Background: an optimization exercise with open tools, aiming at small area, a short achievable clock period and few clock cycles per item. Do not read the settings as production practice.
Only simulation tests tie the RTL to the original design; equivalence was not proved.
Power figures rest on the tool's default switching activity, not on a simulated workload.

// per_cpu_preemption_tracker
module per_cpu_preemption_tracker #(
	parameter int N_CPUS     = ppt_pkg::N_CPUS_DEF,
	parameter int DEPTH_BITS = ppt_pkg::DEPTH_BITS_DEF
) (
	input  logic                      clk,
	input  logic                      arst_n,
	input  logic                      cfg_wr_en,
	input  logic [ppt_pkg::CFG_W-1:0] cfg_wr_data,
	input  logic                      in_valid,
	output logic                      in_ready,
	input  logic [ppt_pkg::ACT_W-1:0] in_action,
	input  logic [ppt_pkg::CPU_W-1:0] in_cpu,
	input  logic [ppt_pkg::TICK_W-1:0] in_sleep_ticks,
	input  logic [ppt_pkg::TICK_W-1:0] in_wake_time,
	input  logic                      in_schedule_ok,
	output logic                      out_valid,
	input  logic                      out_ready,
	output logic [ppt_pkg::STAT_W-1:0] out_status,
	output logic                      out_sched_req,
	output logic                      out_preemptible,
	output logic [ppt_pkg::TICK_W-1:0] out_tick_count,
	output logic [ppt_pkg::TICK_W-1:0] out_switch_count
);
For scale: about 280 I/O pins, roughly 150000 um^2 of cells after synthesis.
export LEC_CHECK = 0
export CAP_MARGIN = 20
export CORE_MARGIN = 2
export CORE_UTILIZATION = 60
export CTS_CLUSTER_DIAMETER = 90
export CTS_CLUSTER_SIZE = 28
export SETUP_SLACK_MARGIN = 4.5
export SLEW_MARGIN = 20
export SYNTH_HIERARCHICAL = 1
create_clock -name core_clock -period 8.0 [get_ports {clk}]
run.sh (not shown) runs the stock make flow with config.mk's settings and CLKGATE_MAP_FILE= SYNTH_SCRIPT=/design/flow/synth_recipe.tcl, a recipe that flattens the netlist after the stock synthesis.
Testbench counts at the start, summed over its fixed seeds: cycles 24,043, items 24,027.
==> next run, changes <==
--- a/flow/config.mk
+++ b/flow/config.mk
@@ -10,4 +10,4 @@
 export CORE_UTILIZATION = 60
-export CTS_CLUSTER_DIAMETER = 90
-export CTS_CLUSTER_SIZE = 28
+export CTS_CLUSTER_DIAMETER = 100
+export CTS_CLUSTER_SIZE = 24
 export SETUP_SLACK_MARGIN = 4.5
=>
- The new run completed without violations
- routed wire length falls by 1.7%
- core utilization came out lower by 0.46 points
- die area does not change
- synthesized cell count is unchanged
- sequential share of layout area went up by 0.41 points
- sequential power stays flat
- count of clock-buffer cells in the layout went up by 29
==> next run, changes <==
--- a/flow/config.mk
+++ b/flow/config.mk
@@ -9,5 +9,5 @@
 export CORE_MARGIN = 2
-export CORE_UTILIZATION = 60
-export CTS_CLUSTER_DIAMETER = 100
-export CTS_CLUSTER_SIZE = 24
+export CORE_UTILIZATION = 55
+export CTS_CLUSTER_DIAMETER = 80
+export CTS_CLUSTER_SIZE = 32
 export SETUP_SLACK_MARGIN = 4.5
What happened: Core utilization shrinks by 5.3 points; non-clock buffer count went up by 48; die area grows by 9.0%; clock power rises by about 8%; final area went up by 0.67%; routed wire length stays flat; global-route usage is lower by 3.2 points; final cell count increases by 2.6%; worst setup slack got worse by 0.047 ns.
==> next run, changes <==
--- a/flow/config.mk
+++ b/flow/config.mk
@@ -10,4 +10,4 @@
 export CORE_UTILIZATION = 55
-export CTS_CLUSTER_DIAMETER = 80
-export CTS_CLUSTER_SIZE = 32
+export CTS_CLUSTER_DIAMETER = 100
+export CTS_CLUSTER_SIZE = 24
 export SETUP_SLACK_MARGIN = 4.5
@@ -15 +15,2 @@
 export SYNTH_HIERARCHICAL = 1
+export TNS_END_PERCENT = 5
Design area shrinks by 1.8%.
Register-to-register slack gets better by 0.02 ns.
Critical path depth shrinks by 12.
Setup slack gets worse by 0.055 ns.
Cell count shrinks by 1.3%.
Area after synthesis is unchanged.
Sequential power is about the same.
Die area stays the same.
Core utilization shrinks by 1.2 points.
Via count shrinks by 0.80%.

the previous run:
per_cpu_preemption_tracker again, from the RTL that the note above started with.
## per_cpu_preemption_tracker
module per_cpu_preemption_tracker #(
	parameter int N_CPUS     = ppt_pkg::N_CPUS_DEF,
	parameter int DEPTH_BITS = ppt_pkg::DEPTH_BITS_DEF
) (
	input  logic                      clk,
	input  logic                      arst_n,
	input  logic                      cfg_wr_en,
	input  logic [ppt_pkg::CFG_W-1:0] cfg_wr_data,
	input  logic                      in_valid,
	output logic                      in_ready,
	input  logic [ppt_pkg::ACT_W-1:0] in_action,
	input  logic [ppt_pkg::CPU_W-1:0] in_cpu,
	input  logic [ppt_pkg::TICK_W-1:0] in_sleep_ticks,
	input  logic [ppt_pkg::TICK_W-1:0] in_wake_time,
	input  logic                      in_schedule_ok,
	output logic                      out_valid,
	input  logic                      out_ready,
	output logic [ppt_pkg::STAT_W-1:0] out_status,
	output logic                      out_sched_req,
	output logic                      out_preemptible,
	output logic [ppt_pkg::TICK_W-1:0] out_tick_count,
	output logic [ppt_pkg::TICK_W-1:0] out_switch_count
);
clock: 8.0 ns
lec_check: 0
cap_margin: 20
core_margin: 2
core_utilization: 55
cts_cluster_diameter: 90
cts_cluster_size: 28
setup_slack_margin: 4.5
slew_margin: 20
synth_hierarchical: 1
Testbench counts of the previous run, summed over its fixed seeds: cycles 24,043, items 24,027.
## Diff of input files: the current run against the previous run
# the previous run
export LEC_CHECK = 0
export CAP_MARGIN = 20
export CORE_MARGIN = 2
export CORE_UTILIZATION = 55
export CTS_CLUSTER_DIAMETER = 90
export CTS_CLUSTER_SIZE = 28
export SETUP_SLACK_MARGIN = 4.5
export SLEW_MARGIN = 20
export SYNTH_HIERARCHICAL = 1
create_clock -name core_clock -period 8.0 [get_ports {clk}]
# the current run
export LEC_CHECK = 0
export CAP_MARGIN = 20
export CORE_MARGIN = 2
export CORE_UTILIZATION = 55
export CTS_CLUSTER_DIAMETER = 100
export CTS_CLUSTER_SIZE = 24
export SETUP_SLACK_MARGIN = 4.5
export SLEW_MARGIN = 20
export SYNTH_HIERARCHICAL = 1
create_clock -name core_clock -period 8.0 [get_ports {clk}]
--- outcome ---
- Compared to the previous run, the router laid down less metal wire for the current run.
- From the previous run to the current run the numbers moved as follows: total of fill cells in the finished design stayed essentially flat; wire length of the first global-routing pass fell by about 0.35%; non-clock buffer count stayed essentially flat; cell-internal power rose by 230 uW; final area stayed essentially flat.
- On final critical delay including setup and external delays, the lower figure sits with the previous run, not the current run.
- Maximum cell stage delay along the critical path: the current run < the previous run

==> afterwards: timing with drivers on the ports <==
Ports are ideal in the flow. The routed layouts listed here were re-timed in OpenROAD.
Step 1: set_driving_cell puts a clkbuf_16 on clk and a buf_2 on each other input, an assumption about the parent block.
Step 2 moves the port delays by t, midway between the first and last clock arrival at a register: inputs arrive t later, outputs are due t later. That takes back most of the time a late clock gives input paths.
Three values: ideal ports, drivers, drivers and shift; two values: the first two.
run	t, ns	setup slack, ns	worst register clock-pin slew, ns
the first run of note 1	0.963	4.333 / 4.319 / 3.551	0.11 / 0.11
the second run of note 1	0.990	4.358 / 4.365 / 3.447	0.11 / 0.11
the third run of note 1	1.010	4.311 / 4.311 / 3.522	0.12 / 0.12
the fourth run of note 1	1.028	4.256 / 4.141 / 3.394	0.11 / 0.11
the previous run	1.012	4.428 / 4.428 / 3.522	0.11 / 0.11
the current run	1.005	4.378 / 4.428 / 3.446	0.10 / 0.10
After both steps every run listed still meets setup and hold. The setup slack of the current run, which loses most, moves by +0.050 ns with the drivers and by -0.932 ns with both steps.
